This is an optimization exercise on Yosys and OpenROAD, whose aim is small area and a short achievable clock period, not a production implementation.
In this exercise RTL edits were held to simulation tests only and were not proved equivalent to the original.
No activity file was given, so power comes from the tool's default toggle rates.

===== flow/flow/run.sh =====
#!/bin/bash
# The standard layout with these changes: synthesis sees a strong driver
# and a light load on each module port, so it leaves cells at their smallest
# size; resizing may change a cell's footprint; port buffers are buf_4; timing
# repair aims at a larger setup margin; the clock tree uses clkbuf_8 without
# dummy loads.
set -euo pipefail
bash standard.sh \
  ABC_LOAD_IN_FF=1 \
  ABC_DRIVER_CELL=sky130_fd_sc_hd__buf_4 \
  MATCH_CELL_FOOTPRINT=0 \
  SETUP_SLACK_MARGIN=7 \
  TNS_END_PERCENT=20 \
  BUFFER_PORTS_ARGS="-buffer_cell sky130_fd_sc_hd__buf_4" \
  CTS_ARGS="-sink_clustering_enable -repair_clock_nets -dont_use_dummy_load -buf_list sky130_fd_sc_hd__clkbuf_8 -sink_clustering_size 16 -sink_clustering_max_diameter 70" \
  finish > make.log 2>&1

===== flow/standard.sh =====
#!/bin/bash
# synth_recipe.tcl (not shown) runs the flow's synth.tcl, then flattens the netlist and writes it again
# the make line also repeats each setting of config.mk as NAME=value (left out here)
make -C /OpenROAD-flow-scripts/flow DESIGN_CONFIG=/design/flow/config.mk WORK_HOME=/design/flow/orfs CLKGATE_MAP_FILE= SYNTH_SCRIPT=/design/flow/synth_recipe.tcl "${@:-finish}"

===== flow/config.mk =====
export PLATFORM = sky130hd
export DESIGN_NAME = cpu_top
export DESIGN_NICKNAME = cpu_top
export VERILOG_FILES = /design/flow/design.v
export SDC_FILE = /design/flow/constraint.sdc
export NUM_CORES = 8
export LEC_CHECK = 0
export CAP_MARGIN = 20
export CORE_MARGIN = 2
export CORE_UTILIZATION = 60
export GPL_ROUTABILITY_DRIVEN = 0
export PLACE_DENSITY = 0.7
export SETUP_SLACK_MARGIN = 5
export SLEW_MARGIN = 20
export SYNTH_HIERARCHICAL = 1
export SYNTH_MEMORY_MAX_BITS = 16384
export SYNTH_MINIMUM_KEEP_SIZE = 0

===== flow/constraint.sdc =====
create_clock -name core_clock -period 16.0 [get_ports {i_clk}]
set_input_delay 3.2000 -clock core_clock [delete_from_list [all_inputs] [get_ports {i_clk}]]
set_output_delay 3.2000 -clock core_clock [all_outputs]
set_load 0.01 [all_outputs]

===== flow/design.v =====
`timescale 1ns/1ns
`default_nettype none
package cpu_pkg;
	typedef logic [32-1:0]    word_t;
	typedef logic [32-1:0]    instr_t;
	typedef logic [5-1:0]  reg_idx_t;
	typedef logic [12-1:0]    pc_t;
	typedef logic [17-1:0]   imm_t;
	typedef logic [27-1:0] status_t;
	typedef logic [6-1:0] dmem_addr_t;
	typedef enum logic [4:0] {
		OP_ARITH = 5'd0,
		OP_J     = 5'd1,
		OP_BNE   = 5'd2,
		OP_JAL   = 5'd3,
		OP_JR    = 5'd4,
		OP_ADDI  = 5'd5,
		OP_BLT   = 5'd6,
		OP_SW    = 5'd7,
		OP_LW    = 5'd8,
		OP_SETX  = 5'd21
	} opcode_e;
	typedef enum logic [4:0] {
		ALU_ADD = 5'd0,
		ALU_SUB = 5'd1,
		ALU_AND = 5'd2,
		ALU_OR  = 5'd3,
		ALU_SLL = 5'd4,
		ALU_SRA = 5'd5
	} alu_op_e;
	typedef enum logic [1:0] {
		WB_ALU,
		WB_MEM,
		WB_LINK
	} wb_sel_e;
endpackage
`default_nettype wire
`timescale 1ns/1ns
`default_nettype none
module br_cmp (
	input  cpu_pkg::word_t i_a,
	input  cpu_pkg::word_t i_b,
	output logic           o_ne,
	output logic           o_lt
);
	logic [31:0] l0, e0;
	logic [15:0] l1, e1;
	logic [7:0]  l2, e2;
	logic [3:0]  l3, e3;
	logic [1:0]  l4, e4;
	logic        l5;
	rf_andn lt31_i (.a(i_b[31]), .b(i_a[31]), .y(l0[31]));
	rf_xnor2 eq31_i (.a(i_a[31]), .b(i_b[31]), .y(e0[31]));
	for (genvar i = 0; i < 31; i++) begin : g_bit
		rf_andn lt_i (.a(i_a[i]), .b(i_b[i]), .y(l0[i]));
		rf_xnor2 eq_i (.a(i_a[i]), .b(i_b[i]), .y(e0[i]));
	end
	for (genvar i = 0; i < 16; i++) begin : g_m1
		rf_ao21 l_i (.a(l0[2*i+1]), .b(e0[2*i+1]), .c(l0[2*i]), .y(l1[i]));
		rf_and2 e_i (.a(e0[2*i+1]), .b(e0[2*i]), .y(e1[i]));
	end
	for (genvar i = 0; i < 8; i++) begin : g_m2
		rf_ao21 l_i (.a(l1[2*i+1]), .b(e1[2*i+1]), .c(l1[2*i]), .y(l2[i]));
		rf_and2 e_i (.a(e1[2*i+1]), .b(e1[2*i]), .y(e2[i]));
	end
	for (genvar i = 0; i < 4; i++) begin : g_m3
		rf_ao21 l_i (.a(l2[2*i+1]), .b(e2[2*i+1]), .c(l2[2*i]), .y(l3[i]));
		rf_and2 e_i (.a(e2[2*i+1]), .b(e2[2*i]), .y(e3[i]));
	end
	for (genvar i = 0; i < 2; i++) begin : g_m4
		rf_ao21 l_i (.a(l3[2*i+1]), .b(e3[2*i+1]), .c(l3[2*i]), .y(l4[i]));
		rf_and2 e_i (.a(e3[2*i+1]), .b(e3[2*i]), .y(e4[i]));
	end
	rf_ao21 l5_i (.a(l4[1]), .b(e4[1]), .c(l4[0]), .y(l5));
	rf_nand2 ne_i (.a(e4[1]), .b(e4[0]), .y(o_ne));
	assign o_lt = l5;
endmodule
module alu (
	input  cpu_pkg::word_t i_a,
	input  cpu_pkg::word_t i_b,
	input  cpu_pkg::word_t i_imm,
	input  logic           i_is_r,
	input  logic           i_use_imm,
	input  logic           i_sub,
	input  logic [4:0]     i_funct,
	input  logic [4:0]     i_shamt,
	output cpu_pkg::word_t o_result,
	output logic           o_ovf
);
	cpu_pkg::word_t op_b;
	cpu_pkg::word_t op_bx;
	cpu_pkg::word_t sum;
	cpu_pkg::word_t sh_in;
	cpu_pkg::word_t sh_out;
	cpu_pkg::word_t sh_rev;
	logic           sh_left;
	logic           sh_fill;
	assign op_b  = i_use_imm ? i_imm : i_b;
	assign op_bx = op_b ^ {32{i_sub}};
	assign sum   = i_a + op_bx + {31'd0, i_sub};
	assign o_ovf = (i_a[32-1] == op_bx[32-1]) && (sum[32-1] != i_a[32-1]);
	assign sh_left = ~i_funct[0];
	assign sh_fill = i_funct[0] & i_a[32-1];
	always_comb begin
		for (int i = 0; i < 32; i++) sh_in[i] = sh_left ? i_a[32-1-i] : i_a[i];
	end
	assign sh_out = $signed({sh_fill, sh_in}) >>> i_shamt;
	always_comb begin
		for (int i = 0; i < 32; i++) sh_rev[i] = sh_out[32-1-i];
	end
	always_comb begin
		case (i_funct)
			5'd0, 5'd1: o_result = sum;
			5'd2:       o_result = i_a & i_b;
			5'd3:       o_result = i_a | i_b;
			5'd4:       o_result = sh_rev;
			5'd5:       o_result = sh_out;
			default:    o_result = '0;
		endcase
		if (!i_is_r) o_result = sum;
	end
endmodule
`default_nettype wire
`timescale 1ns/1ns
`default_nettype none
module instr_decoder (
	input  cpu_pkg::instr_t i_instr,
	output logic ctl_is_r,
	output logic ctl_is_addi,
	output logic ctl_is_sw,
	output logic ctl_is_lw,
	output logic ctl_is_j,
	output logic ctl_is_jal,
	output logic ctl_is_jr,
	output logic ctl_is_bne,
	output logic ctl_is_blt,
	output logic ctl_is_setx,
	output logic ctl_b_is_rt,
	output logic ctl_b_is_rd,
	output logic ctl_reg_we,
	output logic ctl_ovf_chk
);
	logic [4:0] op;
	logic [4:0] funct;
	assign op    = i_instr[31:27];
	assign funct = i_instr[6:2];
	assign ctl_is_r    = (op == 5'd0);
	assign ctl_is_j    = (op == 5'd1);
	assign ctl_is_bne  = (op == 5'd2);
	assign ctl_is_jal  = (op == 5'd3);
	assign ctl_is_jr   = (op == 5'd4);
	assign ctl_is_addi = (op == 5'd5);
	assign ctl_is_blt  = (op == 5'd6);
	assign ctl_is_sw   = (op == 5'd7);
	assign ctl_is_lw   = (op == 5'd8);
	assign ctl_is_setx = (op == 5'd21);
	rf_nor2 b_is_rt_i (.a(op[1]), .b(op[2]), .y(ctl_b_is_rt));
	rf_or2  b_is_rd_i (.a(op[1]), .b(op[2]), .y(ctl_b_is_rd));
	assign ctl_reg_we  = ctl_is_r | ctl_is_addi | ctl_is_lw | ctl_is_jal;
	assign ctl_ovf_chk = ctl_is_addi | (ctl_is_r & (funct[4:1] == 4'd0));
endmodule
`default_nettype wire
`timescale 1ns/1ns
`default_nettype none
module rf_aoi22 (input logic a1, a2, b1, b2, output logic y);
	assign y = ~((a1 & a2) | (b1 & b2));
endmodule
module rf_aoi222 (input logic a1, a2, b1, b2, c1, c2, output logic y);
	assign y = ~((a1 & a2) | (b1 & b2) | (c1 & c2));
endmodule
module rf_nand4 (input logic a, b, c, d, output logic y);
	assign y = ~(a & b & c & d);
endmodule
module rf_nor2 (input logic a, b, output logic y);
	assign y = ~(a | b);
endmodule
module rf_or2 (input logic a, b, output logic y);
	assign y = a | b;
endmodule
module rf_nand2 (input logic a, b, output logic y);
	assign y = ~(a & b);
endmodule
module rf_and2 (input logic a, b, output logic y);
	assign y = a & b;
endmodule
module rf_xor2 (input logic a, b, output logic y);
	assign y = a ^ b;
endmodule
module rf_xnor2 (input logic a, b, output logic y);
	assign y = ~(a ^ b);
endmodule
module rf_andn (input logic a, b, output logic y);
	assign y = a & ~b;
endmodule
module rf_ao21 (input logic a, b, c, output logic y);
	assign y = a | (b & c);
endmodule
module rf_nand3 (input logic a, b, c, output logic y);
	assign y = ~(a & b & c);
endmodule
module rf_nor3 (input logic a, b, c, output logic y);
	assign y = ~(a | b | c);
endmodule
module rf_mux2 (input logic s, a, b, output logic y);
	assign y = s ? b : a;
endmodule
module rf_predec2 (input logic [1:0] i_a, output logic [3:0] o_n);
	always_comb begin
		for (int j = 0; j < 4; j++) o_n[j] = ~(i_a == j);
	end
endmodule
module rf_predec2h (input logic [1:0] i_a, output logic [3:0] o);
	always_comb begin
		for (int j = 0; j < 4; j++) o[j] = (i_a == j);
	end
endmodule
module rf_predec3h (input logic [2:0] i_a, output logic [7:0] o);
	always_comb begin
		for (int j = 0; j < 8; j++) o[j] = (i_a == j);
	end
endmodule
module rf_predec3 (input logic [2:0] i_a, output logic [7:0] o_n);
	always_comb begin
		for (int j = 0; j < 8; j++) o_n[j] = ~(i_a == j);
	end
endmodule
module rf_wb_hit (
	input  cpu_pkg::reg_idx_t i_idx,
	input  cpu_pkg::reg_idx_t i_wb_idx,
	input  logic              i_wb_v,
	input  logic              i_wb_load,
	output logic              o_hit_load,
	output logic              o_hit_val
);
	logic hit;
	assign hit        = i_wb_v && (i_idx == i_wb_idx);
	assign o_hit_load = hit && i_wb_load;
	assign o_hit_val  = hit && !i_wb_load;
endmodule
module rf_select (
	input  cpu_pkg::reg_idx_t i_idx,
	input  logic [31:1]       i_valid_n,
	input  cpu_pkg::reg_idx_t i_wb_idx,
	input  logic              i_wb_v,
	input  logic              i_wb_load,
	output logic [31:1]       o_sel,
	output logic              o_hit_load,
	output logic              o_hit_val
);
	logic [3:0] lo_n;
	logic [7:0] hi_n;
	rf_predec2 lo_i (.i_a(i_idx[1:0]), .o_n(lo_n));
	rf_predec3 hi_i (.i_a(i_idx[4:2]), .o_n(hi_n));
	for (genvar i = 1; i < 32; i++) begin : g_sel
		rf_nor3 u (.a(lo_n[i % 4]), .b(hi_n[i / 4]), .c(i_valid_n[i]), .y(o_sel[i]));
	end
	rf_wb_hit hit_i (
		.i_idx(i_idx), .i_wb_idx(i_wb_idx), .i_wb_v(i_wb_v), .i_wb_load(i_wb_load),
		.o_hit_load(o_hit_load), .o_hit_val(o_hit_val)
	);
endmodule
module rf_select2 (
	input  cpu_pkg::reg_idx_t i_idx0,
	input  cpu_pkg::reg_idx_t i_idx1,
	input  logic              i_pick,
	input  logic              i_pick_n,
	input  logic [31:1]       i_valid_n,
	input  cpu_pkg::reg_idx_t i_wb_idx,
	input  logic              i_wb_v,
	input  logic              i_wb_load,
	output logic [31:1]       o_sel,
	output logic              o_hit_load,
	output logic              o_hit_val
);
	logic [3:0] lo0, lo1, lo_n;
	logic [7:0] hi0, hi1, hi_n;
	logic       hl0, hl1, hv0, hv1;
	rf_predec2h lo0_i (.i_a(i_idx0[1:0]), .o(lo0));
	rf_predec3h hi0_i (.i_a(i_idx0[4:2]), .o(hi0));
	rf_predec2h lo1_i (.i_a(i_idx1[1:0]), .o(lo1));
	rf_predec3h hi1_i (.i_a(i_idx1[4:2]), .o(hi1));
	for (genvar j = 0; j < 4; j++) begin : g_lo
		rf_aoi22 u (.a1(i_pick), .a2(lo1[j]), .b1(i_pick_n), .b2(lo0[j]), .y(lo_n[j]));
	end
	for (genvar j = 0; j < 8; j++) begin : g_hi
		rf_aoi22 u (.a1(i_pick), .a2(hi1[j]), .b1(i_pick_n), .b2(hi0[j]), .y(hi_n[j]));
	end
	for (genvar i = 1; i < 32; i++) begin : g_sel
		rf_nor3 u (.a(lo_n[i % 4]), .b(hi_n[i / 4]), .c(i_valid_n[i]), .y(o_sel[i]));
	end
	rf_wb_hit hit0_i (
		.i_idx(i_idx0), .i_wb_idx(i_wb_idx), .i_wb_v(i_wb_v), .i_wb_load(i_wb_load),
		.o_hit_load(hl0), .o_hit_val(hv0)
	);
	rf_wb_hit hit1_i (
		.i_idx(i_idx1), .i_wb_idx(i_wb_idx), .i_wb_v(i_wb_v), .i_wb_load(i_wb_load),
		.o_hit_load(hl1), .o_hit_val(hv1)
	);
	rf_mux2 hl_i (.s(i_pick_n), .a(hl1), .b(hl0), .y(o_hit_load));
	rf_mux2 hv_i (.s(i_pick_n), .a(hv1), .b(hv0), .y(o_hit_val));
endmodule
module rf_read_bit (
	input  logic [31:1] i_sel,
	input  logic [31:1] i_d,
	input  logic        i_hit_load,
	input  logic        i_mem,
	input  logic        i_hit_val,
	input  logic        i_val,
	output logic        o_q,
	output logic        o_q2,
	output logic        o_q3
);
	logic [15:0] l1;
	logic [3:0]  l2;
	logic [1:0]  l3;
	logic        wb_n;
	for (genvar g = 0; g < 15; g++) begin : g_l1
		rf_aoi22 u (.a1(i_sel[2*g+1]), .a2(i_d[2*g+1]), .b1(i_sel[2*g+2]), .b2(i_d[2*g+2]), .y(l1[g]));
	end
	rf_nand2 l1_last (.a(i_sel[31]), .b(i_d[31]), .y(l1[15]));
	for (genvar g = 0; g < 4; g++) begin : g_l2
		rf_nand4 u (.a(l1[4*g]), .b(l1[4*g+1]), .c(l1[4*g+2]), .d(l1[4*g+3]), .y(l2[g]));
	end
	for (genvar g = 0; g < 2; g++) begin : g_l3
		rf_nor2 u (.a(l2[2*g]), .b(l2[2*g+1]), .y(l3[g]));
	end
	rf_aoi22 wb (.a1(i_hit_load), .a2(i_mem), .b1(i_hit_val), .b2(i_val), .y(wb_n));
	rf_nand3 l4 (.a(l3[0]), .b(l3[1]), .c(wb_n), .y(o_q));
	rf_nand3 l4b (.a(l3[0]), .b(l3[1]), .c(wb_n), .y(o_q2));
	rf_nand3 l4c (.a(l3[0]), .b(l3[1]), .c(wb_n), .y(o_q3));
endmodule
module rf_read (
	input  logic [31:1]          i_sel,
	input  logic [31:1][31:0]    i_regs,
	input  logic                 i_hit_load,
	input  cpu_pkg::word_t       i_mem,
	input  logic                 i_hit_val,
	input  cpu_pkg::word_t       i_val,
	output cpu_pkg::word_t       o_data,
	output cpu_pkg::word_t       o_data2,
	output cpu_pkg::word_t       o_data3
);
	for (genvar b = 0; b < 32; b++) begin : g_bit
		logic [31:1] d;
		always_comb begin
			for (int i = 1; i < 32; i++) d[i] = i_regs[i][b];
		end
		rf_read_bit u (
			.i_sel(i_sel), .i_d(d), .i_hit_load(i_hit_load), .i_mem(i_mem[b]),
			.i_hit_val(i_hit_val), .i_val(i_val[b]), .o_q(o_data[b]), .o_q2(o_data2[b]), .o_q3(o_data3[b])
		);
	end
endmodule
module reg_file (
	input  logic              i_clk,
	input  logic              i_rst_n,
	input  cpu_pkg::reg_idx_t i_ra_idx,
	input  cpu_pkg::reg_idx_t i_rb_idx0,
	input  cpu_pkg::reg_idx_t i_rb_idx1,
	input  logic              i_rb_pick,
	input  logic              i_rb_pick_n,
	input  cpu_pkg::reg_idx_t i_wr_idx,
	input  logic              i_we,
	input  logic              i_load,
	input  cpu_pkg::word_t    i_wdata,
	input  cpu_pkg::word_t    i_mem_rdata,
	output cpu_pkg::dmem_addr_t o_load_addr,
	output cpu_pkg::word_t    o_rdata_a,
	output cpu_pkg::word_t    o_rdata_a2,
	output cpu_pkg::word_t    o_rdata_b,
	output cpu_pkg::word_t    o_rdata_b2,
	output cpu_pkg::word_t    o_rdata_b3
);
	localparam int N = 2**5;
	logic [N-1:1][31:0] regs;
	logic [N-1:1]   valid_q;
	logic [N-1:1]   wsel;
	logic [N-1:1]   rvalid_n;
	logic [N-1:1]   rsel_a;
	logic [N-1:1]   rsel_b;
	logic           hit_load_a, hit_val_a, hit_load_b, hit_val_b;
	logic              wb_v_q;
	logic              wb_load_q;
	cpu_pkg::reg_idx_t wb_idx_q;
	cpu_pkg::word_t    wb_val_q;
	cpu_pkg::word_t    wb_data;
	always_ff @(posedge i_clk or negedge i_rst_n) begin
		if (!i_rst_n) begin
			wb_v_q <= 1'b0;
		end else begin
			wb_v_q <= i_we && (i_wr_idx != '0);
		end
	end
	always_ff @(posedge i_clk) begin
		wb_load_q <= i_load;
		wb_idx_q  <= i_wr_idx;
		wb_val_q  <= i_wdata;
	end
	assign o_load_addr = wb_val_q[6-1:0];
	assign wb_data     = wb_load_q ? i_mem_rdata : wb_val_q;
	always_comb begin
		for (int i = 1; i < N; i++) begin
			wsel[i]     = wb_v_q && (wb_idx_q == i);
			rvalid_n[i] = !(valid_q[i] && !wsel[i]);
		end
	end
	always_ff @(posedge i_clk or negedge i_rst_n) begin
		if (!i_rst_n) begin
			valid_q <= '0;
		end else begin
			valid_q <= valid_q | wsel;
		end
	end
	for (genvar i = 1; i < N; i++) begin : g_reg
		always_ff @(posedge i_clk) begin
			if (wsel[i]) regs[i] <= wb_data;
		end
	end
	rf_select sel_a_i (
		.i_idx(i_ra_idx), .i_valid_n(rvalid_n), .i_wb_idx(wb_idx_q), .i_wb_v(wb_v_q),
		.i_wb_load(wb_load_q), .o_sel(rsel_a), .o_hit_load(hit_load_a), .o_hit_val(hit_val_a)
	);
	rf_select2 sel_b_i (
		.i_idx0(i_rb_idx0), .i_idx1(i_rb_idx1), .i_pick(i_rb_pick), .i_pick_n(i_rb_pick_n),
		.i_valid_n(rvalid_n), .i_wb_idx(wb_idx_q), .i_wb_v(wb_v_q),
		.i_wb_load(wb_load_q), .o_sel(rsel_b), .o_hit_load(hit_load_b), .o_hit_val(hit_val_b)
	);
	rf_read read_a_i (
		.i_sel(rsel_a), .i_regs(regs), .i_hit_load(hit_load_a), .i_mem(i_mem_rdata),
		.i_hit_val(hit_val_a), .i_val(wb_val_q), .o_data(o_rdata_a), .o_data2(o_rdata_a2), .o_data3()
	);
	rf_read read_b_i (
		.i_sel(rsel_b), .i_regs(regs), .i_hit_load(hit_load_b), .i_mem(i_mem_rdata),
		.i_hit_val(hit_val_b), .i_val(wb_val_q), .o_data(o_rdata_b), .o_data2(o_rdata_b2), .o_data3(o_rdata_b3)
	);
endmodule
`default_nettype wire
`timescale 1ns/1ns
`default_nettype none
module pc_unit (
	input  logic           i_clk,
	input  logic           i_rst_n,
	input  cpu_pkg::instr_t i_instr,
	input  logic           i_is_j,
	input  logic           i_is_jr,
	input  logic           i_is_bne,
	input  logic           i_is_blt,
	input  logic           i_ne,
	input  logic           i_lt,
	input  cpu_pkg::word_t i_jr_addr,
	output cpu_pkg::pc_t   o_pc,
	output cpu_pkg::pc_t   o_pc_plus_one
);
	cpu_pkg::pc_t pc_q;
	cpu_pkg::pc_t pc_next;
	cpu_pkg::pc_t pc_branch;
	logic         taken;
	assign o_pc_plus_one = pc_q + 1'b1;
	assign pc_branch     = o_pc_plus_one + i_instr[12-1:0];
	assign taken = (i_is_bne && i_ne) || (i_is_blt && i_lt);
	always_comb begin
		if (i_is_jr) begin
			pc_next = i_jr_addr[12-1:0];
		end else if (i_is_j) begin
			pc_next = i_instr[12-1:0];
		end else if (taken) begin
			pc_next = pc_branch;
		end else begin
			pc_next = o_pc_plus_one;
		end
	end
	always_ff @(posedge i_clk or negedge i_rst_n) begin
		if (!i_rst_n) begin
			pc_q <= '0;
		end else begin
			pc_q <= pc_next;
		end
	end
	assign o_pc = pc_q;
endmodule
`default_nettype wire
`timescale 1ns/1ns
`default_nettype none
module dm_select (
	input  cpu_pkg::dmem_addr_t i_base,
	input  cpu_pkg::dmem_addr_t i_offset,
	output logic [2**6-1:0] o_sel
);
	always_comb begin
		for (int k = 0; k < 2**6; k++) begin
			logic m;
			logic c;
			m = 1'b1;
			for (int i = 0; i < 6; i++) begin
				if (i == 0) c = 1'b0;
				else c = (i_base[i-1] == i_offset[i-1]) ? i_base[i-1] : ~k[i-1];
				m = m & ((i_base[i] ^ i_offset[i] ^ c) == k[i]);
			end
			o_sel[k] = m;
		end
	end
endmodule
module dm_read_bit (
	input  logic [63:0] i_sel,
	input  logic [63:0] i_d,
	output logic        o_q
);
	logic [21:0] l1;
	logic [5:0]  l2;
	logic [1:0]  l3;
	for (genvar g = 0; g < 21; g++) begin : g_l1
		rf_aoi222 u (
			.a1(i_sel[3*g]), .a2(i_d[3*g]), .b1(i_sel[3*g+1]), .b2(i_d[3*g+1]),
			.c1(i_sel[3*g+2]), .c2(i_d[3*g+2]), .y(l1[g])
		);
	end
	rf_nand2 l1_last (.a(i_sel[63]), .b(i_d[63]), .y(l1[21]));
	for (genvar g = 0; g < 5; g++) begin : g_l2
		rf_nand4 u (.a(l1[4*g]), .b(l1[4*g+1]), .c(l1[4*g+2]), .d(l1[4*g+3]), .y(l2[g]));
	end
	rf_nand2 l2_last (.a(l1[20]), .b(l1[21]), .y(l2[5]));
	for (genvar g = 0; g < 2; g++) begin : g_l3
		rf_nor3 u (.a(l2[3*g]), .b(l2[3*g+1]), .c(l2[3*g+2]), .y(l3[g]));
	end
	rf_nand2 l4 (.a(l3[0]), .b(l3[1]), .y(o_q));
endmodule
module dm_read (
	input  logic [2**6-1:0]       i_sel,
	input  logic [2**6-1:0][31:0] i_mem,
	output cpu_pkg::word_t               o_data
);
	for (genvar b = 0; b < 32; b++) begin : g_bit
		logic [63:0] d;
		always_comb begin
			for (int i = 0; i < 64; i++) d[i] = i_mem[i][b];
		end
		dm_read_bit u (.i_sel(i_sel), .i_d(d), .o_q(o_data[b]));
	end
endmodule
module dm_decode (
	input  cpu_pkg::dmem_addr_t    i_addr,
	output logic [2**6-1:0] o_sel
);
	logic [7:0] lo_n;
	logic [7:0] hi_n;
	rf_predec3 lo_i (.i_a(i_addr[2:0]), .o_n(lo_n));
	rf_predec3 hi_i (.i_a(i_addr[5:3]), .o_n(hi_n));
	for (genvar k = 0; k < 2**6; k++) begin : g_sel
		rf_nor2 u (.a(lo_n[k % 8]), .b(hi_n[k / 8]), .y(o_sel[k]));
	end
endmodule
module data_mem (
	input  logic                i_clk,
	input  logic                i_we,
	input  cpu_pkg::dmem_addr_t i_base,
	input  cpu_pkg::dmem_addr_t i_offset,
	input  cpu_pkg::word_t      i_wdata,
	input  cpu_pkg::dmem_addr_t i_raddr,
	output cpu_pkg::word_t      o_rdata
);
	localparam int N = 2**6;
	logic [N-1:0][31:0] mem;
	logic [N-1:0]       sel;
	logic [N-1:0]       rsel;
	dm_select select_i (.i_base(i_base), .i_offset(i_offset), .o_sel(sel));
	for (genvar i = 0; i < N; i++) begin : g_word
		always_ff @(posedge i_clk) begin
			if (i_we && sel[i]) mem[i] <= i_wdata;
		end
	end
	dm_decode decode_i (.i_addr(i_raddr), .o_sel(rsel));
	dm_read read_i (.i_sel(rsel), .i_mem(mem), .o_data(o_rdata));
endmodule
`default_nettype wire
`timescale 1ns/1ns
`default_nettype none
module addr_add (
	input  cpu_pkg::dmem_addr_t i_a,
	input  cpu_pkg::dmem_addr_t i_b,
	output cpu_pkg::dmem_addr_t o_sum
);
	logic [5:0] g, p;
	logic       c2, c3, t3;
	logic       s4_0, s4_1, c5_0, c5_1, s5_0, s5_1;
	for (genvar i = 0; i < 6; i++) begin : g_pg
		rf_and2 g_i (.a(i_a[i]), .b(i_b[i]), .y(g[i]));
		rf_xor2 p_i (.a(i_a[i]), .b(i_b[i]), .y(p[i]));
	end
	rf_or2 t3_i (.a(i_a[3]), .b(i_b[3]), .y(t3));
	assign o_sum[0] = p[0];
	rf_xor2 s1_i (.a(p[1]), .b(g[0]), .y(o_sum[1]));
	rf_ao21 c2_i (.a(g[1]), .b(p[1]), .c(g[0]), .y(c2));
	rf_xor2 s2_i (.a(p[2]), .b(c2), .y(o_sum[2]));
	rf_ao21 c3_i (.a(g[2]), .b(p[2]), .c(c2), .y(c3));
	rf_xor2 s3_i (.a(p[3]), .b(c3), .y(o_sum[3]));
	rf_xor2 s4_0_i (.a(p[4]), .b(g[3]), .y(s4_0));
	rf_xor2 s4_1_i (.a(p[4]), .b(t3), .y(s4_1));
	rf_ao21 c5_0_i (.a(g[4]), .b(p[4]), .c(g[3]), .y(c5_0));
	rf_ao21 c5_1_i (.a(g[4]), .b(p[4]), .c(t3), .y(c5_1));
	rf_xor2 s5_0_i (.a(p[5]), .b(c5_0), .y(s5_0));
	rf_xor2 s5_1_i (.a(p[5]), .b(c5_1), .y(s5_1));
	rf_mux2 s4_i (.s(c3), .a(s4_0), .b(s4_1), .y(o_sum[4]));
	rf_mux2 s5_i (.s(c3), .a(s5_0), .b(s5_1), .y(o_sum[5]));
endmodule
module cpu_top (
	input  logic                i_clk,
	input  logic                i_rst_n,
	input  cpu_pkg::instr_t     i_instr,
	output cpu_pkg::pc_t        o_pc,
	output logic                o_dmem_we,
	output cpu_pkg::dmem_addr_t o_dmem_addr,
	output cpu_pkg::word_t      o_dmem_wdata,
	output cpu_pkg::status_t    o_status
);
	logic is_r, is_addi, is_sw, is_lw, is_j, is_jal, is_jr, is_bne, is_blt, is_setx;
	logic b_is_rt, b_is_rd, reg_we, ovf_chk;
	cpu_pkg::reg_idx_t rd;
	cpu_pkg::reg_idx_t rs;
	cpu_pkg::reg_idx_t rt;
	cpu_pkg::word_t    imm;
	cpu_pkg::word_t rdata_a;
	cpu_pkg::word_t rdata_a2;
	cpu_pkg::word_t rdata_b2;
	cpu_pkg::word_t rdata_b3;
	cpu_pkg::word_t rdata_b;
	cpu_pkg::word_t alu_result;
	cpu_pkg::word_t mem_rdata;
	cpu_pkg::word_t wb_data;
	cpu_pkg::pc_t   pc_plus_one;
	cpu_pkg::dmem_addr_t mem_addr;
	cpu_pkg::dmem_addr_t load_addr;
	cpu_pkg::status_t status_q;
	logic alu_ovf, alu_ne, alu_lt;
	assign rd  = i_instr[26:22];
	assign rs  = i_instr[21:17];
	assign rt  = i_instr[16:12];
	assign imm = {{(32-17){i_instr[17-1]}}, i_instr[17-1:0]};
	instr_decoder decoder_i (
		.i_instr     (i_instr),
		.ctl_is_r    (is_r),
		.ctl_is_addi (is_addi),
		.ctl_is_sw   (is_sw),
		.ctl_is_lw   (is_lw),
		.ctl_is_j    (is_j),
		.ctl_is_jal  (is_jal),
		.ctl_is_jr   (is_jr),
		.ctl_is_bne  (is_bne),
		.ctl_is_blt  (is_blt),
		.ctl_is_setx (is_setx),
		.ctl_b_is_rt (b_is_rt),
		.ctl_b_is_rd (b_is_rd),
		.ctl_reg_we  (reg_we),
		.ctl_ovf_chk (ovf_chk)
	);
	reg_file reg_file_i (
		.i_clk     (i_clk),
		.i_rst_n   (i_rst_n),
		.i_ra_idx  (rs),
		.i_rb_idx0 (rt),
		.i_rb_idx1 (rd),
		.i_rb_pick (b_is_rd),
		.i_rb_pick_n (b_is_rt),
		.i_wr_idx  (is_jal ? 5'd31 : rd),
		.i_we      (reg_we),
		.i_load    (is_lw),
		.i_wdata   (wb_data),
		.i_mem_rdata (mem_rdata),
		.o_load_addr (load_addr),
		.o_rdata_a (rdata_a),
		.o_rdata_a2 (rdata_a2),
		.o_rdata_b (rdata_b),
		.o_rdata_b2 (rdata_b2),
		.o_rdata_b3 (rdata_b3)
	);
	alu alu_i (
		.i_a      (rdata_a),
		.i_b      (rdata_b),
		.i_imm    (imm),
		.i_is_r   (is_r),
		.i_use_imm (i_instr[27] | i_instr[30]),
		.i_sub    (is_r & (i_instr[6:2] == 5'd1)),
		.i_funct  (i_instr[6:2]),
		.i_shamt  (i_instr[11:7]),
		.o_result (alu_result),
		.o_ovf    (alu_ovf)
	);
	br_cmp br_cmp_i (.i_a(rdata_a), .i_b(rdata_b), .o_ne(alu_ne), .o_lt(alu_lt));
	addr_add addr_add_i (.i_a(rdata_a2[6-1:0]), .i_b(imm[6-1:0]), .o_sum(mem_addr));
	data_mem data_mem_i (
		.i_clk   (i_clk),
		.i_we    (is_sw & i_rst_n),
		.i_base  (rdata_a[6-1:0]),
		.i_offset (imm[6-1:0]),
		.i_wdata (rdata_b3),
		.i_raddr (load_addr),
		.o_rdata (mem_rdata)
	);
	assign wb_data = is_jal ? {{(32-12){1'b0}}, pc_plus_one} : alu_result;
	pc_unit pc_unit_i (
		.i_clk         (i_clk),
		.i_rst_n       (i_rst_n),
		.i_instr       (i_instr),
		.i_is_j        (is_j | is_jal),
		.i_is_jr       (is_jr),
		.i_is_bne      (is_bne),
		.i_is_blt      (is_blt),
		.i_ne          (alu_ne),
		.i_lt          (alu_lt),
		.i_jr_addr     (rdata_b),
		.o_pc          (o_pc),
		.o_pc_plus_one (pc_plus_one)
	);
	always_ff @(posedge i_clk or negedge i_rst_n) begin
		if (!i_rst_n) begin
			status_q <= '0;
		end else if (is_setx) begin
			status_q <= i_instr[27-1:0];
		end else if (ovf_chk) begin
			status_q <= {{(27-1){1'b0}}, alu_ovf};
		end
	end
	assign o_status     = status_q;
	assign o_dmem_addr  = mem_addr;
	assign o_dmem_wdata = rdata_b2;
	assign o_dmem_we    = is_sw & i_rst_n;
endmodule
`default_nettype wire

==> flow_summary.toml, run 1 <==
[outcome]
status = "complete, no violations"

[sta]
clock_skew_ns = 0.156
slew_viol_final = 0
hold_viol = 0
finalSetupViolCount = 0
max_freq_mhz = 107
min_period_over_period_pct = 58.2
rsz0062_at_grt = "true"
layout_min_cycle_time_ns = 9.32
fin_setup_tns_ns = 0
tightestPinTransition_ns = 1.33
maxSlewHeadroom_pct = 10.9
fin_ws_ns = 6.68

[cts]
htreeDepth = 4
clk_pin_slew_ns = 0.10
cts_buffers = 219
insertion_delay_ns = 1.12
clock_sinks = 3149
clockBufferDepth = 3
cts_tree = "done"
clock-root-buffer = "clkbuf_8"

[layout]
fillers = 14100
design_area_sq_um = 138000
fin_nets = 8192
drive_gt1_share_pct = 15.1
fin_util_pct = 66.2
syn_to_final_growth_pct = 9.95

[worst_hold_path]
min_path_type = "reg2reg"
min_to = "reg_file_i.valid_q[9]"
min-delay-start = "reg_file_i.valid_q[9]"
hold_path_depth = 1

[synthesis]
avgSynthCellArea_sq_um = 16.6
yosysWarnings = 18
postSynthCellCount = 7561
syn_area_sq_um = 126000
synth_fp_nets = 7653

[critical_path]
reg2reg_depth = 20
r2r-end = "status_q[0]"
path_class = "reg2out"
worstPathMaxFanout = 28
critPathRequiredTime_ns = 12.80
reg2reg_slack_ns = 7.58
r2r_start = "reg_file_i.wb_val_q[2]"
start_kind = "register"
crit_arrival_ns = 6.12
worst_setup_path_end_kind = "primary output"

[grt]
grt_antenna_before_repair = 21
grt_util_all_layers_pct = 38.0
grt_max_degree = 66
use_met1_pct = 50.5
grtUsageMet3_pct = 11.7
grt_pass1_wl_mm = 574
globalRouteMet2Util_pct = 56.7
grt_remaining_overflow = 0
grt_pass1_vias = 79500
busiest_layer = "met2"

[placement]
io_buffers = 111
post-place-ws_ns = 5.81
dp_hpwl_mm = 247
placed_area_sq_um = 133000

[job]
cap_violations = 0

[route]
wl_mm = 415
vias = 84900
drc_errors = 0
first_pass_iters = 14
drt_iter0_drc = 18700
avgRoutedWirePerCell_um = 38.0
detail-route-antenna-nets = 0
via_per_inst = 7.78

[floorplanning]
die_x_um = 462
core_area_sq_um = 209000
io_pins = 112
rows = 168
dieArea_sq_um = 213000
initial_core_util_pct = 60.2
die_h_um = 462

[pwr]
peakVddDrop_uv = 109
finalPower_mw = 15.7
p_per_area_nw_per_um2 = 113
p_leak_nw = 44.5
-- where the power goes --
group | switching (mW) | internal, mW | leakage, nW
logic | 1.94 | 0.658 | 13.7
clock network | 2.39 | 1.22 | 1.57
registers | 0.0920 | 9.40 | 29.2
total | 4.42 | 11.3 | 44.5
-- flip-flops by register name, indices dropped and copies added, names as in the netlist --
register and cells:
reg_file_i.wb_idx_q 5, pc_unit_i.pc_q 12, reg_file_i.wb_v_q 1, reg_file_i.valid_q 31
reg_file_i.wb_val_q 32, data_mem_i.mem 2048, reg_file_i.wb_load_q 1, status_q 27
reg_file_i.regs 992
-- layer usage --
metal,wire length [um],share of wire (%),up-vias
met5,51,0.012,-
met4,26500,6.4,10
met3,65800,16,1289
met2,184000,44,7628
met1,139000,33,42100
li1,-,-,33900
-- per-stage QoR --
step | std cells | hold WS, ns
final | 10900 | 0.475
after global placement | 10600 | 0.453
after floorplan | 7561 | 0.436
after global routing | 10900 | 0.495
after detailed placement | 10600 | 0.455
after CTS | 10900 | 0.481
-- worst max-delay path by stage --
stage | startpoint | to | slack, ns
2_1_floorplan | i_instr[18] | o_dmem_addr[4] | 6.91
3_3_place_gp | i_instr[17] | o_dmem_addr[3] | 5.89
3_5_place_dp | i_instr[17] | o_dmem_addr[3] | 5.81
4_1_cts | i_instr[21] | o_dmem_addr[5] | 6.84
5_1_grt | reg_file_i.wb_val_q[2] | o_dmem_addr[5] | 6.78
6_report | reg_file_i.wb_val_q[2] | o_dmem_addr[5] | 6.68
-- what timing repair did --
action | 4_1_cts | 5_1_grt
resized for setup | 228 | 118
endpoints found under the setup margin | 38 | 37
hold buffers | 0 | 0
gates cloned | 2 | 4
pin swaps | 38 | 42
setup buffers | 39 | 21
-- worst max-delay path, cell delays in order, from the launching register on --
cell	delay (ns)
dfxtp_1	0.53
nand3b_1	0.36
buf_4	0.37
nor2_4	0.12
buf_4	0.30
a222oi_1	0.41
nand4_1	0.43
nor3_4	0.59
nand2_1	0.19
a22oi_1	0.39
nand3_2	0.19
or2_0	0.28
a21o_1	0.18
xor2_1	0.16
mux2_4	0.33
buf_6	0.14
-- layout by cell type (no fill, tap or decap), drive strengths merged, types with 66 or more instances in the layout --
master / count
dfrtp: 71
xnor2: 100
a21oi: 86
clkbuf: 225
and2: 111
mux2i: 66
nand2: 270
nor2: 379
a222oi: 675
nor2b: 70
nor3: 145
o21ai: 102
nand3: 169
edfxtp: 3040
nand4: 429
buf: 419
mux2: 74
a22oi: 1054
-- cell type report --
| type | instances | area [sq um] | share of cell area (%) |
|---|---|---|---|
| diodes | 6 | 15.0 | 0.0108 |
| clock buffers | 219 | 3010 | 2.18 |
| inverters | 37 | 139 | 0.100 |
| multi-input cells | 4268 | 33800 | 24.4 |
| flip-flops and latches | 3149 | 93800 | 67.8 |
| well taps | 2805 | 3510 | 2.54 |
| repair buffers | 425 | 4100 | 2.96 |
==> inputs of run 2 (changes only) <==
--- a/flow/flow/run.sh
+++ b/flow/flow/run.sh
@@ -12,3 +12,3 @@
   SETUP_SLACK_MARGIN=7 \
-  TNS_END_PERCENT=20 \
+  TNS_END_PERCENT=10 \
   BUFFER_PORTS_ARGS="-buffer_cell sky130_fd_sc_hd__buf_4" \
==> run 2 against run 1 <==
Net effect:
- still clean
- global-route usage is essentially flat
- cell count is essentially flat
- worst hold slack is essentially flat
- register-to-register slack is essentially flat
- area after synthesis is the same
- largest cell class unchanged
==> flow_summary.toml, run 2 <==
[sta]
min_period_over_period_pct = 57.6
slew_viol_final = 0
max_freq_mhz = 109
clock_skew_ns = 0.152
fin_ws_ns = 6.79
hold_viol = 0
rsz0062_at_grt = "true"
tightestPinTransition_ns = 1.31
maxSlewHeadroom_pct = 11.8
fin_setup_tns_ns = 0
layout_min_cycle_time_ns = 9.21
finalSetupViolCount = 0

[cts]
cts_buffers = 219
clock-root-buffer = "clkbuf_8"
clk_pin_slew_ns = 0.10
clockBufferDepth = 3
htreeDepth = 4
insertion_delay_ns = 1.10
clock_sinks = 3149
cts_tree = "done"
hold_buffers = 0

[placement]
io_buffers = 111
placed_cells = 10600
post-place-ws_ns = 5.81
dp_hpwl_mm = 247

[layout]
largestRegisters = "data_mem_i.mem (2048), reg_file_i.regs (992), reg_file_i.wb_val_q (32)"
stdcell_count = 10900
final_common_cell = "edfxtp_1"
drive_gt1_share_pct = 15.2
top_register = "data_mem_i.mem"
fin_nets = 8202
final_cell_mix = "3,040 x edfxtp_1, 1,032 x a22oi_1, 675 x a222oi_1"
largest_register_ff_count = 2048
syn_to_final_growth_pct = 10.1

[floorplanning]
core_area_sq_um = 209000
die_x_um = 462
die_h_um = 462
rows = 168
dieArea_sq_um = 213000
io_pins = 112
initial_core_util_pct = 60.2

[grt]
grt_remaining_overflow = 0
grt_max_degree = 66
grt_antenna_before_repair = 22
grt_pass1_wl_mm = 574
grt_pass1_vias = 79400
grt_util_all_layers_pct = 37.9

[critical_path]
path_class = "in2out"
crit_slowest_cell = "mux2_4"
reg2reg_depth = 20
r2r-end = "status_q[0]"
reg2reg_slack_ns = 7.59
crit_path_max_incr_delay_ns = 0.34
crit_path_cell_trace = "buf_6, nand2b_4, buf_12, nor3_4, buf_6, a22oi_1, nand4_1, nor2_1, nand3_2, xor2_2, a21o_1, xor2_1, mux2_4, buf_6"
crit_start = "i_instr[18]"
crit_top_cell = "buf_6"
crit_arrival_ns = 6.01
worstPathMaxFanout = 32
start_kind = "primary input"
r2r_start = "reg_file_i.wb_val_q[0]"
worst_setup_path_end_kind = "primary output"
critPathRequiredTime_ns = 12.80

[route]
via_per_inst = 7.80
drt_iter0_drc = 18900
avgRoutedWirePerCell_um = 38.1
detail-route-antenna-nets = 0
drc_errors = 0
vias = 85200
wl_mm = 416
first_pass_iters = 13

[pwr]
finalPower_mw = 15.7
p_leak_nw = 44.6
peakVddDrop_uv = 108
p_per_area_nw_per_um2 = 113

[synthesis]
postSynthCellCount = 7561
avgSynthCellArea_sq_um = 16.6
syn_area_sq_um = 126000
synth_fp_nets = 7653
yosysWarnings = 18

[worst_hold_path]
min_to = "reg_file_i.valid_q[13]"
min-delay-start = "reg_file_i.valid_q[13]"
min_path_type = "reg2reg"
hold_path_depth = 1

[outcome]
status = "complete, no violations"

[job]
cap_violations = 0
[run 2: worst max-delay path by stage]
stage	to	slack, ns	cells after the start
after floorplan	o_dmem_addr[4]	6.91	9
after global placement	o_dmem_addr[3]	5.89	13
after detailed placement	o_dmem_addr[3]	5.81	13
after CTS	o_dmem_addr[5]	6.84	12
after global routing	o_dmem_addr[5]	6.80	11
final	o_dmem_addr[5]	6.79	14
[run 2: area by class of cell]
class	instances	area, sq um
Sequential cell	3149	93800
Tap cell	2805	3510
Multi-Input combinational cell	4268	33900
Antenna cell	5	12.5
Clock buffer	219	3010
Inverter	37	139
Fill cell	14100	70600
Timing Repair Buffer	435	4200
[run 2: metal layers]
| metal | part of all wire [%] | vias to the layer above | routed length (um) | GRT usage, % |
|---|---|---|---|---|
| met5 | 0.020 | - | 82 | 0.0226 |
| met4 | 6.4 | 16 | 26800 | 20.0 |
| met3 | 16 | 1293 | 66300 | 11.8 |
| met2 | 44 | 7669 | 185000 | 56.7 |
| met1 | 33 | 42300 | 138000 | 50.3 |
| li1 | - | 33900 | - | - |
[run 2: power breakdown]
| part | switching (mW) | internal [mW] |
|---|---|---|
| logic | 1.94 | 0.660 |
| registers | 0.0927 | 9.40 |
| clock network | 2.39 | 1.22 |
| total | 4.42 | 11.3 |
[run 2: per-stage QoR]
step,area [sq um],utilization (%),hold slack (ns)
after floorplan,126000,-,0.436
after global placement,133000,63.6,0.453
after detailed placement,133000,63.6,0.455
after CTS,137000,65.7,0.481
after global routing,139000,66.3,0.495
final,139000,66.3,0.475
[run 2: critical path: cells and delay by family]
family	cells	cell delay, ns
simple gates	5	0.89
buf+inv	4	0.68
compound gates	2	0.49
xor+xnor	2	0.36
mux	1	0.34
[run 2: what timing repair did]
action,4_1_cts,5_1_grt
setup endpoints to repair,38,37
pin swaps,31,46
setup buffers,35,32
cloned,2,7
hold endpoints to repair,0,0
gates resized for setup,216,147
==> inputs of run 3 (changes only) <==
--- a/flow/flow/run.sh
+++ b/flow/flow/run.sh
@@ -11,3 +11,3 @@
   MATCH_CELL_FOOTPRINT=0 \
-  SETUP_SLACK_MARGIN=7 \
+  SETUP_SLACK_MARGIN=6.5 \
   TNS_END_PERCENT=10 \
==> run 3 against run 2 <==
Net effect:
- sequential share of layout area is 0.91 points higher
- via count is 0.66% lower
- utilization is 0.88 points lower
- global-route usage is 0.19 points higher
- highest routed layer unchanged
- synthesized cell count stayed put
- worst hold slack hardly changed
- clock power hardly changed
==> flow_summary.toml, run 3 <==
[route]
drt_iter0_drc = 18400
detail-route-antenna-nets = 0
wl_mm = 415
vias = 84600
avgRoutedWirePerCell_um = 38.2
via_per_inst = 7.78
first_pass_iters = 9
drc_errors = 0

[cts]
cts_buffers = 222
clock_sinks = 3149
cts_tree = "done"
htreeDepth = 4
clk_pin_slew_ns = 0.10
clockBufferDepth = 3
insertion_delay_ns = 1.10
hold_buffers = 0
clock-root-buffer = "clkbuf_8"

[sta]
min_period_over_period_pct = 61.9
tightestPinTransition_ns = 1.40
finalSetupViolCount = 0
fin_setup_tns_ns = 0
hold_slack_ns = 0.475
rsz0062_at_grt = "true"
max_freq_mhz = 101
fin_ws_ns = 6.09
layout_min_cycle_time_ns = 9.91
maxSlewHeadroom_pct = 5.80
slew_viol_final = 0
clock_skew_ns = 0.142
hold_viol = 0

[critical_path]
reg2reg_slack_ns = 7.43
cp_top_family = "simple AND/OR/NAND/NOR gates"
start_kind = "primary input"
path_class = "in2out"
crit_path_max_incr_delay_ns = 0.56
critical_path_buf_inv_count = 3
crit_path_cell_trace = "buf_4, or2_1, a22oi_2, nor3_2, buf_4, a22oi_1, nand4_1, nor2_2, nand3_1, buf_4"
worstPathMaxFanout = 32
crit_arrival_ns = 6.71
worst_setup_path_end_kind = "primary output"
crit_slowest_cell = "nor2_2"
critPathRequiredTime_ns = 12.80
crit_top_cell = "buf_4"

[pwr]
p_sw_mw = 4.39
p_comb_share_pct = 16.2
finalPower_mw = 15.7
p_per_area_nw_per_um2 = 114
p_leak_nw = 43.6
p_sw_share_pct = 28.0
p_seq_share_pct = 60.6
internal_power_mw = 11.3
peakVddDrop_uv = 103
p_clk_share_pct = 23.1

[layout]
multi_input_area_sq_um = 32900
fillers = 14400
area.sequential_sq_um = 93800
final_cell_mix = "3,040 x edfxtp_1, 1,046 x a22oi_1, 675 x a222oi_1"
drive_gt1_share_pct = 13.5
final_common_cell = "edfxtp_1"
top_register = "data_mem_i.mem"
fin_nets = 8160
largestRegisters = "data_mem_i.mem (2048), reg_file_i.regs (992), reg_file_i.wb_val_q (32)"
syn_to_final_growth_pct = 8.63
largest_register_ff_count = 2048

[grt]
grt_pass1_wl_mm = 574
grt_remaining_overflow = 0
grt_pass1_vias = 78700
grt_max_degree = 66
grt_antenna_before_repair = 17
grt_util_all_layers_pct = 38.1

[floorplanning]
die_h_um = 462
rows = 168
dieArea_sq_um = 213000
io_pins = 112
die_x_um = 462
initial_core_util_pct = 60.2
core_area_sq_um = 209000

[placement]
io_buffers = 111
post-place-ws_ns = 5.75
dp_hpwl_mm = 251

[job]
cap_violations = 0

[outcome]
status = "complete, no violations"

[worst_hold_path]
min_path_type = "reg2reg"

[synthesis]
avgSynthCellArea_sq_um = 16.6
syn_area_sq_um = 126000
yosysWarnings = 18
synth_fp_nets = 7653
postSynthCellCount = 7561
## run 3: metrics by stage
stage	util [%]	area, sq um	std cells
finish	65.4	137000	10900
global route	65.4	137000	10900
CTS	65.2	136000	10900
detailed placement	63.5	133000	10600
global placement	63.5	133000	10600
floorplan	-	126000	7561
## run 3: layout make-up
| class | instances | share of cell area [%] |
|---|---|---|
| Timing Repair Buffer | 390 | 2.40 |
| Sequential cell | 3149 | 68.6 |
| Clock buffer | 222 | 2.23 |
| Multi-Input combinational cell | 4268 | 24.1 |
| Tap cell | 2805 | 2.57 |
| Inverter | 37 | 0.102 |
| Antenna cell | 7 | 0.0128 |
## run 3: metal layers
| metal | up-vias | share of wire [%] | wire, um | global-route usage (%) |
|---|---|---|---|---|
| met5 | - | 0.022 | 90 | 0 |
| li1 | 33800 | - | - | - |
| met2 | 7368 | 44 | 184000 | 56.8 |
| met3 | 1380 | 16 | 65200 | 12.4 |
| met1 | 42100 | 33 | 139000 | 50.3 |
| met4 | 8 | 6.6 | 27300 | 20.2 |
## run 3: path summary, 6_finish.rpt
check                                            start                      to  depth (start not counted)
max in group asynchronous                      i_rst_n       pc_unit_i.pc_q[5]                          2
worst max register to register  reg_file_i.wb_val_q[4]      pc_unit_i.pc_q[11]                         20
worst min-delay path            reg_file_i.valid_q[17]  reg_file_i.valid_q[17]                          1
min in group asynchronous                      i_rst_n   reg_file_i.valid_q[4]                          1
worst max-delay path                       i_instr[29]         o_dmem_wdata[2]                         10
worst min register to register  reg_file_i.valid_q[17]  reg_file_i.valid_q[17]                          1
## run 3: repair_timing
| action | 4_1_cts | 5_1_grt |
|---|---|---|
| resized for setup | 86 | 25 |
| buffers inserted | 19 | 6 |
| gates cloned | 0 | 1 |
| pin swaps | 6 | 3 |
| endpoints found under the setup margin | 35 | 32 |
| hold endpoints to repair | 0 | 0 |
## run 3: power groups by stage
| stage | Sequential (mW) | Clock, mW | Combinational, mW |
|---|---|---|---|
| after global routing | 9.49 | 3.90 | 2.58 |
| after detailed placement | 9.67 | 0 | 2.36 |
| after CTS | 9.48 | 3.63 | 2.38 |
| final | 9.49 | 3.62 | 2.54 |
| after floorplan | 9.65 | 0 | 1.17 |
| after global placement | 9.67 | 0 | 2.31 |
==> inputs of run 4 (changes only) <==
--- a/flow/flow/run.sh
+++ b/flow/flow/run.sh
@@ -11,4 +11,4 @@
   MATCH_CELL_FOOTPRINT=0 \
-  SETUP_SLACK_MARGIN=6.5 \
-  TNS_END_PERCENT=10 \
+  SETUP_SLACK_MARGIN=7.5 \
+  TNS_END_PERCENT=20 \
   BUFFER_PORTS_ARGS="-buffer_cell sky130_fd_sc_hd__buf_4" \
==> run 4 against run 3 <==
Net effect:
- combinational power grew 9.4%
- synthesized cell count is the same
- die area is the same
- first-iteration DRC count grew 7.0%
- clock skew shrank 0.016 ns
- global-route usage grew 1.3 points
- flip-flop and latch count is the same
- sequential share of layout area shrank 1.9 points
- design area grew 2.9%
- critical endpoint is now o_dmem_wdata[22]
==> flow_summary.toml, run 4 <==
[sta]
tightestPinTransition_ns = 1.20
max_freq_mhz = 107
rsz0062_at_grt = "true"
slew_viol_final = 0
finalSetupViolCount = 0
hold_viol = 0
maxSlewHeadroom_pct = 19.2
clock_skew_ns = 0.126
fin_setup_tns_ns = 0
layout_min_cycle_time_ns = 9.31
min_period_over_period_pct = 58.2

[layout]
multi_input_area_sq_um = 34200
top_register = "data_mem_i.mem"
final_cell_mix = "3,040 x edfxtp_1, 996 x a22oi_1, 675 x a222oi_1"
drive_gt1_share_pct = 17.0
largest_register_ff_count = 2048
largestRegisters = "data_mem_i.mem (2048), reg_file_i.regs (992), reg_file_i.wb_val_q (32)"
syn_to_final_growth_pct = 11.8
area.sequential_sq_um = 93800
fin_nets = 8328
fillers = 13800
final_common_cell = "edfxtp_1"

[route]
via_per_inst = 7.86
first_pass_iters = 12
vias = 86800
wl_mm = 434
dr_wl_met2_mm = 185
drt-met1-wl_mm = 146
dr.max_layer_used = "met5"
drt_iter0_drc = 19700
avgRoutedWirePerCell_um = 39.3
detail-route-antenna-nets = 0
drc_errors = 0
wl_met3_mm = 75.8

[cts]
cts_tree = "done"
clock_sinks = 3149
insertion_delay_ns = 1.12
clock-root-buffer = "clkbuf_8"
clk_pin_slew_ns = 0.10
cts_buffers = 219
clockBufferDepth = 3
hold_buffers = 0
htreeDepth = 4

[critical_path]
worst_setup_path_end_kind = "primary output"
path_class = "reg2out"
reg2reg_slack_ns = 7.37
start_kind = "register"
worstPathMaxFanout = 27
critPathRequiredTime_ns = 12.80
crit_arrival_ns = 6.11
crit_top_cell = "buf_4"
crit_path_cell_trace = "or3b_1, buf_4, nor2_2, buf_4, a222oi_1, nand4_1, nor3_1, nand2_1, a22oi_1, nand3_2, buf_4"
crit_slowest_cell = "nor3_1"
r2r-end = "reg_file_i.wb_val_q[30]"
reg2reg_depth = 24
crit_path_max_incr_delay_ns = 1.01
r2r_start = "reg_file_i.wb_val_q[4]"

[grt]
grt_util_all_layers_pct = 39.4
grt_pass1_vias = 79600
grt_antenna_before_repair = 25
grt_pass1_wl_mm = 591
grt_remaining_overflow = 0
grt_max_degree = 66

[floorplanning]
dieArea_sq_um = 213000
core_area_sq_um = 209000
die_x_um = 462
io_pins = 112
rows = 168
initial_core_util_pct = 60.2
die_h_um = 462

[job]
cap_violations = 0

[worst_hold_path]
min_to = "reg_file_i.valid_q[11]"
min-delay-start = "reg_file_i.valid_q[11]"
min_path_type = "reg2reg"
hold_path_depth = 1

[synthesis]
synth_fp_nets = 7653
syn_area_sq_um = 126000
avgSynthCellArea_sq_um = 16.6
yosysWarnings = 18
postSynthCellCount = 7561

[pwr]
peakVddDrop_uv = 117
p_leak_nw = 45.5
finalPower_mw = 15.9
p_per_area_nw_per_um2 = 113

[outcome]
status = "complete, no violations"

[placement]
io_buffers = 111
dp_hpwl_mm = 248
-- run 4: cell types whose count changed in the layout (fill, tap and decap cells not counted), sizes merged --
cell,previous run,this run
buf,386,527
clkbuf,226,253
diode,7,11
-- run 4: where the power goes --
group	total, mW	internal, mW	switching, mW
sequential	9.52	9.40	0.113
combinational	2.78	0.700	2.08
clock	3.64	1.22	2.42
total	15.9	11.3	4.61
-- run 4: per-layer routing --
layer | GRT usage, % | up-vias
met1 | 54.1 | 43000
li1 | - | 34100
met4 | 20.0 | 18
met3 | 13.8 | 1381
met2 | 55.9 | 8227
met5 | 1.38 | -
-- run 4: worst max-delay path, delay by kind of cell, from the launching register on --
family	cells	cell delay, ns
AOI/OAI and AO/OA	2	0.97
and+or+nand+nor	6	2.56
buffers and inverters	3	0.85
DFF	1	0.64
-- run 4: timing repair --
action                     4_1_cts  5_1_grt
setup endpoints to repair       58       59
buffers inserted               114       54
resized for setup              413       91
pin swaps                       96       54
gates cloned                    24       13
-- run 4: how the worst max path moves through the flow --
stage | from | to | cells past startpoint
detailed placement | i_instr[29] | reg_file_i.wb_val_q[30] | 23
global route | i_instr[29] | o_dmem_wdata[20] | 12
global placement | i_instr[29] | reg_file_i.wb_val_q[30] | 23
floorplan | i_instr[18] | o_dmem_addr[4] | 9
finish | reg_file_i.wb_val_q[1] | o_dmem_wdata[22] | 11
CTS | i_instr[29] | o_dmem_wdata[20] | 12
-- run 4: cell type report --
type,instances,area share (%)
clock buffers,219,2.14
multi-input cells,4268,24.3
well taps,2805,2.49
diodes,11,0.0196
flip-flops and latches,3149,66.7
inverters,37,0.0987
repair buffers,561,4.27
-- run 4: per-stage QoR --
stage          instances  hold slack (ns)  worst slack [ns]  utilization, %  instance area (sq um)
6_report           11100            0.475              6.69            67.3                 141000
4_1_cts            11000            0.478              6.96            66.7                 139000
3_3_place_gp       10600            0.455              5.77            63.6                 133000
5_1_grt            11000            0.488              6.82            67.3                 141000
2_1_floorplan       7561            0.436              6.91               -                 127000
3_5_place_dp       10600            0.457              5.69            63.7                 133000
==> inputs of run 5 (changes only) <==
--- a/flow/flow/run.sh
+++ b/flow/flow/run.sh
@@ -11,3 +11,3 @@
   MATCH_CELL_FOOTPRINT=0 \
-  SETUP_SLACK_MARGIN=7.5 \
+  SETUP_SLACK_MARGIN=7 \
   TNS_END_PERCENT=20 \
--- a/flow/config.mk
+++ b/flow/config.mk
@@ -9,5 +9,5 @@
 export CORE_MARGIN = 2
-export CORE_UTILIZATION = 60
+export CORE_UTILIZATION = 63
 export GPL_ROUTABILITY_DRIVEN = 0
-export PLACE_DENSITY = 0.7
+export PLACE_DENSITY = 0.72
 export SETUP_SLACK_MARGIN = 5
==> run 5 against run 4 <==
Net effect:
- still clean
- design area fell by 1.0%
- non-clock buffer count shrank 65
- worst setup slack about the same
- combinational power is 3% lower
- clock skew decreased by 0.035 ns
- die area down 4.7%
- first-iteration DRC count increased by 1.8%
- critical path type unchanged
==> flow_summary.toml, run 5 <==
[outcome]
status = "complete, no violations"

[synthesis]
synth_fp_nets = 7653
yosysWarnings = 18
syn_area_sq_um = 126000
postSynthCellCount = 7561
avgSynthCellArea_sq_um = 16.6

[grt]
grt_remaining_overflow = 0
grt_pass1_vias = 79200
grt_util_all_layers_pct = 40.0
grt_pass1_wl_mm = 577
grt_antenna_before_repair = 19
grt_max_degree = 73

[layout]
fin_nets = 8264
final_common_cell = "edfxtp_1"
drive_gt1_share_pct = 15.9
design_area_sq_um = 139000
largest_register_ff_count = 2048
final_cell_mix = "3,040 x edfxtp_1, 1,017 x a22oi_1, 675 x a222oi_1"
syn_to_final_growth_pct = 10.6
largestRegisters = "data_mem_i.mem (2048), reg_file_i.regs (992), reg_file_i.wb_val_q (32)"
top_register = "data_mem_i.mem"

[critical_path]
path_class = "reg2out"
critPathRequiredTime_ns = 12.80
worstPathMaxFanout = 32
start_kind = "register"
crit_arrival_ns = 6.11
worst_setup_path_end_kind = "primary output"

[placement]
placed_area_sq_um = 133000
io_buffers = 111
dp_hpwl_mm = 244

[floorplanning]
die_x_um = 451
dieArea_sq_um = 203000
die_h_um = 451
rows = 164
io_pins = 112
initial_core_util_pct = 63.2
core_area_sq_um = 199000

[worst_hold_path]
min_path_type = "reg2reg"

[sta]
fin_setup_tns_ns = 0
rsz0062_at_grt = "true"
clock_skew_ns = 0.0919
maxSlewHeadroom_pct = 19.5
tightestPinTransition_ns = 1.20
slew_viol_final = 0
layout_min_cycle_time_ns = 9.31
hold_viol = 0
finalSetupViolCount = 0
max_freq_mhz = 107
min_period_over_period_pct = 58.2

[route]
avgRoutedWirePerCell_um = 39.1
detail-route-antenna-nets = 0
vias = 85900
drc_errors = 0
wl_mm = 423
drt_iter0_drc = 20100
first_pass_iters = 10
via_per_inst = 7.93

[cts]
cts_tree = "done"
hold_buffers = 0
clock_sinks = 3149
htreeDepth = 4
cts_buffers = 220
clock-root-buffer = "clkbuf_8"
clockBufferDepth = 3
clk_pin_slew_ns = 0.09
insertion_delay_ns = 1.03

[job]
cap_violations = 0

[pwr]
p_per_area_nw_per_um2 = 114
p_leak_nw = 45.0
finalPower_mw = 15.8
peakVddDrop_uv = 99.6
==> run 5: final cells by class <==
| class | instances | area (sq um) |
|---|---|---|
| Timing Repair Buffer | 496 | 4950 |
| Clock buffer | 220 | 3030 |
| Antenna cell | 9 | 22.5 |
| Sequential cell | 3149 | 93800 |
| Fill cell | 12500 | 60000 |
| Inverter | 37 | 139 |
| Tap cell | 2656 | 3320 |
| Multi-Input combinational cell | 4268 | 33900 |
==> run 5: worst max-delay path: stages, from the launching register on <==
cell,delay [ns]
dfxtp_2,0.61
nand3b_1,0.72
nor2_4,0.05
buf_4,0.32
a222oi_1,0.46
nand4_1,0.48
nor3_1,0.84
nand2_1,0.43
a22oi_1,0.75
nand3_1,0.23
buf_4,0.20
==> run 5: where the power goes <==
group | total, mW | internal [mW] | switching (mW)
sequential | 9.50 | 9.40 | 0.0977
clock | 3.61 | 1.22 | 2.38
combinational | 2.70 | 0.666 | 2.03
total | 15.8 | 11.3 | 4.51
==> run 5: what timing repair did <==
action	CTS	global route
setup buffers	57	54
pin swaps	58	59
cloned	9	13
setup endpoints to repair	41	38
gates resized for setup	295	116
==> run 5: per-layer routing <==
| layer | global-route usage, % | part of all wire (%) |
|---|---|---|
| met1 | 54.2 | 33 |
| met2 | 57.3 | 43 |
| met3 | 14.2 | 17 |
| met4 | 21.0 | 6.7 |
| met5 | 0.284 | 0.031 |
==> run 5: worst paths after layout <==
path / slack [ns] / end / start / depth (start not counted)
hold reg to reg: 0.47 / reg_file_i.valid_q[1] / reg_file_i.valid_q[1] / 1
setup reg to reg: 7.32 / status_q[0] / reg_file_i.wb_val_q[5] / 22
min in group asynchronous: 2.34 / status_q[3] / i_rst_n / 1
setup / recovery: 6.69 / o_dmem_wdata[12] / reg_file_i.wb_val_q[5] / 10
hold / removal: 0.47 / reg_file_i.valid_q[1] / reg_file_i.valid_q[1] / 1
max in group asynchronous: 13.00 / reg_file_i.valid_q[16] / i_rst_n / 1
==> run 5: per-stage QoR <==
stage | hold slack (ns) | util, % | cells | setup WS, ns
2_1_floorplan | 0.436 | - | 7561 | 6.91
3_3_place_gp | 0.455 | 66.7 | 10500 | 5.84
3_5_place_dp | 0.455 | 66.7 | 10500 | 5.73
4_1_cts | 0.480 | 69.2 | 10800 | 6.94
5_1_grt | 0.493 | 69.9 | 10800 | 6.84
6_report | 0.475 | 69.9 | 10800 | 6.69
==> inputs of run 6 (changes only) <==
--- a/flow/flow/run.sh
+++ b/flow/flow/run.sh
@@ -12,3 +12,3 @@
   SETUP_SLACK_MARGIN=7 \
-  TNS_END_PERCENT=20 \
+  TNS_END_PERCENT=10 \
   BUFFER_PORTS_ARGS="-buffer_cell sky130_fd_sc_hd__buf_4" \
--- a/flow/config.mk
+++ b/flow/config.mk
@@ -9,5 +9,5 @@
 export CORE_MARGIN = 2
-export CORE_UTILIZATION = 63
+export CORE_UTILIZATION = 57
 export GPL_ROUTABILITY_DRIVEN = 0
-export PLACE_DENSITY = 0.72
+export PLACE_DENSITY = 0.68
 export SETUP_SLACK_MARGIN = 5
==> run 6 against run 5 <==
Net effect:
- power is 0.59% lower
- sequential share of layout area is 0.25 points higher
- critical endpoint is now o_dmem_wdata[8]
- critical path type unchanged
- still clean
- design area is 0.37% lower
==> flow_summary.toml, run 6 <==
[outcome]
status = "complete, no violations"

[synthesis]
synth_fp_nets = 7653
postSynthCellCount = 7561
yosysWarnings = 18
avgSynthCellArea_sq_um = 16.6
syn_area_sq_um = 126000

[grt]
grt_pass1_wl_mm = 586
grt_util_all_layers_pct = 36.8
grt_antenna_before_repair = 22
busiest_layer = "met2"
grt_max_degree = 66
grt_remaining_overflow = 0
grt_pass1_vias = 79200
globalRouteMet2Util_pct = 55.2
use_met1_pct = 48.8
grtUsageMet3_pct = 10.3

[critical_path]
start_kind = "register"
crit_arrival_ns = 6.10
crit_top_cell = "buf_4"
reg2reg_depth = 23
crit_slowest_cell = "nor3_1"
critPathRequiredTime_ns = 12.80
crit_path_cell_trace = "or3b_1, buf_4, nor2_4, buf_4, a222oi_1, nand4_1, nor3_1, nand2_1, a22oi_1, nand3_2, buf_4"
cp_top_family = "simple AND/OR/NAND/NOR gates"
path_class = "reg2out"
path_depth = 11
worstPathMaxFanout = 18
crit_path_max_incr_delay_ns = 1.13
critical_path_buf_inv_count = 3
worst_setup_path_end_kind = "primary output"

[layout]
fillers = 15300
fin_util_pct = 63.2
area.sequential_sq_um = 93800
largestRegisters = "data_mem_i.mem (2048), reg_file_i.regs (992), reg_file_i.wb_val_q (32)"
final_common_cell = "edfxtp_1"
multi_input_area_sq_um = 33800
top_register = "data_mem_i.mem"
largest_register_ff_count = 2048
fin_nets = 8225
syn_to_final_growth_pct = 10.2
final_cell_mix = "3,040 x edfxtp_1, 1,028 x a22oi_1, 675 x a222oi_1"
drive_gt1_share_pct = 15.3

[floorplanning]
die_x_um = 474
dieArea_sq_um = 225000
io_pins = 112
rows = 172
die_h_um = 474
initial_core_util_pct = 57.3
core_area_sq_um = 220000

[pwr]
peakVddDrop_uv = 107
p_per_area_nw_per_um2 = 113
finalPower_mw = 15.7
p_leak_nw = 44.7

[route]
detail-route-antenna-nets = 0
drt_iter0_drc = 17900
drc_errors = 0
first_pass_iters = 12
vias = 84800
avgRoutedWirePerCell_um = 38.4
via_per_inst = 7.71
wl_mm = 423

[sta]
tightestPinTransition_ns = 1.22
finalSetupViolCount = 0
maxSlewHeadroom_pct = 18.0
fin_setup_tns_ns = 0
layout_min_cycle_time_ns = 9.30
hold_slack_ns = 0.473
rsz0062_at_grt = "true"
min_period_over_period_pct = 58.1
hold_viol = 0
clock_skew_ns = 0.156
slew_viol_final = 0
max_freq_mhz = 108

[cts]
clk_pin_slew_ns = 0.10
htreeDepth = 4
clockBufferDepth = 3
cts_buffers = 221
hold_buffers = 0
clock-root-buffer = "clkbuf_8"
clock_sinks = 3149
cts_tree = "done"
insertion_delay_ns = 1.09

[placement]
dp_hpwl_mm = 252
io_buffers = 111

[job]
cap_violations = 0

[worst_hold_path]
min_path_type = "reg2reg"
hold_path_depth = 1
## run 6: cell types whose count changed in the layout (fill, tap and decap cells not counted), sizes merged
cell	change
buf	-23
clkbuf	-16
diode	-2
## run 6: per-stage QoR
step	setup slack [ns]	instance area, sq um	std cells
global route	6.76	139000	11000
detailed placement	5.83	133000	10700
CTS	6.89	138000	11000
global placement	5.88	133000	10700
finish	6.70	139000	11000
floorplan	6.91	126000	7561
## run 6: worst register-to-register path: stages, from the launching register on
cell      delay, ns
dfxtp_2        0.56
or3b_1         0.43
buf_4          0.34
nor2_4         0.16
buf_4          0.30
a222oi_1       0.38
nand4_1        0.49
nor3_1         1.13
nand2_1        0.27
a22oi_1        0.52
nand3_1        0.46
mux2i_1        0.32
xnor2_1        0.10
ha_1           0.44
nand4_1        0.14
o311ai_0       0.58
a31oi_4        0.10
o31ai_2        0.50
nand3_1        0.15
a32oi_1        0.35
xnor2_1        0.11
nor2_1         0.25
mux2i_1        0.12
o21ai_0        0.15
## run 6: timing repair
| item | CTS | global route |
|---|---|---|
| pin swaps | 52 | 45 |
| hold endpoints to repair | 0 | 0 |
| endpoints found under the setup margin | 39 | 37 |
| gates resized for setup | 252 | 87 |
| setup buffers | 52 | 20 |
| gates cloned | 4 | 2 |
## run 6: layout make-up
class	instances	area share (%)
timing repair buffer	456	3.07
multi-input combinational	4268	24.4
sequential	3149	67.6
clock buffer	221	2.19
tap	2871	2.59
antenna	7	0.0126
inverter	37	0.100
## run 6: where the power goes
group	internal, mW	leakage (nW)	total (mW)	switching [mW]
clock	1.23	1.59	3.64	2.41
combinational	0.653	13.9	2.57	1.91
sequential	9.40	29.2	9.51	0.106
## run 6: routing by layer
| layer | up-vias | wire length (um) |
|---|---|---|
| met2 | 7268 | 187000 |
| met5 | - | 78 |
| li1 | 33900 | - |
| met4 | 12 | 29500 |
| met1 | 42300 | 144000 |
| met3 | 1266 | 63000 |
## run 6: path summary, 6_finish.rpt
path	start	end	slack [ns]
max	reg_file_i.wb_val_q[2]	o_dmem_wdata[8]	6.70
min	reg_file_i.valid_q[16]	reg_file_i.valid_q[16]	0.47
max reg2reg	reg_file_i.wb_val_q[2]	status_q[0]	7.58
min reg2reg	reg_file_i.valid_q[16]	reg_file_i.valid_q[16]	0.47
max in group asynchronous	i_rst_n	reg_file_i.valid_q[1]	12.90
min in group asynchronous	i_rst_n	pc_unit_i.pc_q[8]	2.11

Setup slack of run 6, layout unchanged: 6.701 ns with ideal ports, 6.499 ns with driving cells assumed (clock clkbuf_16, inputs buf_2), 6.271 ns with port delays also shifted by the 1.099 ns mid clock arrival.
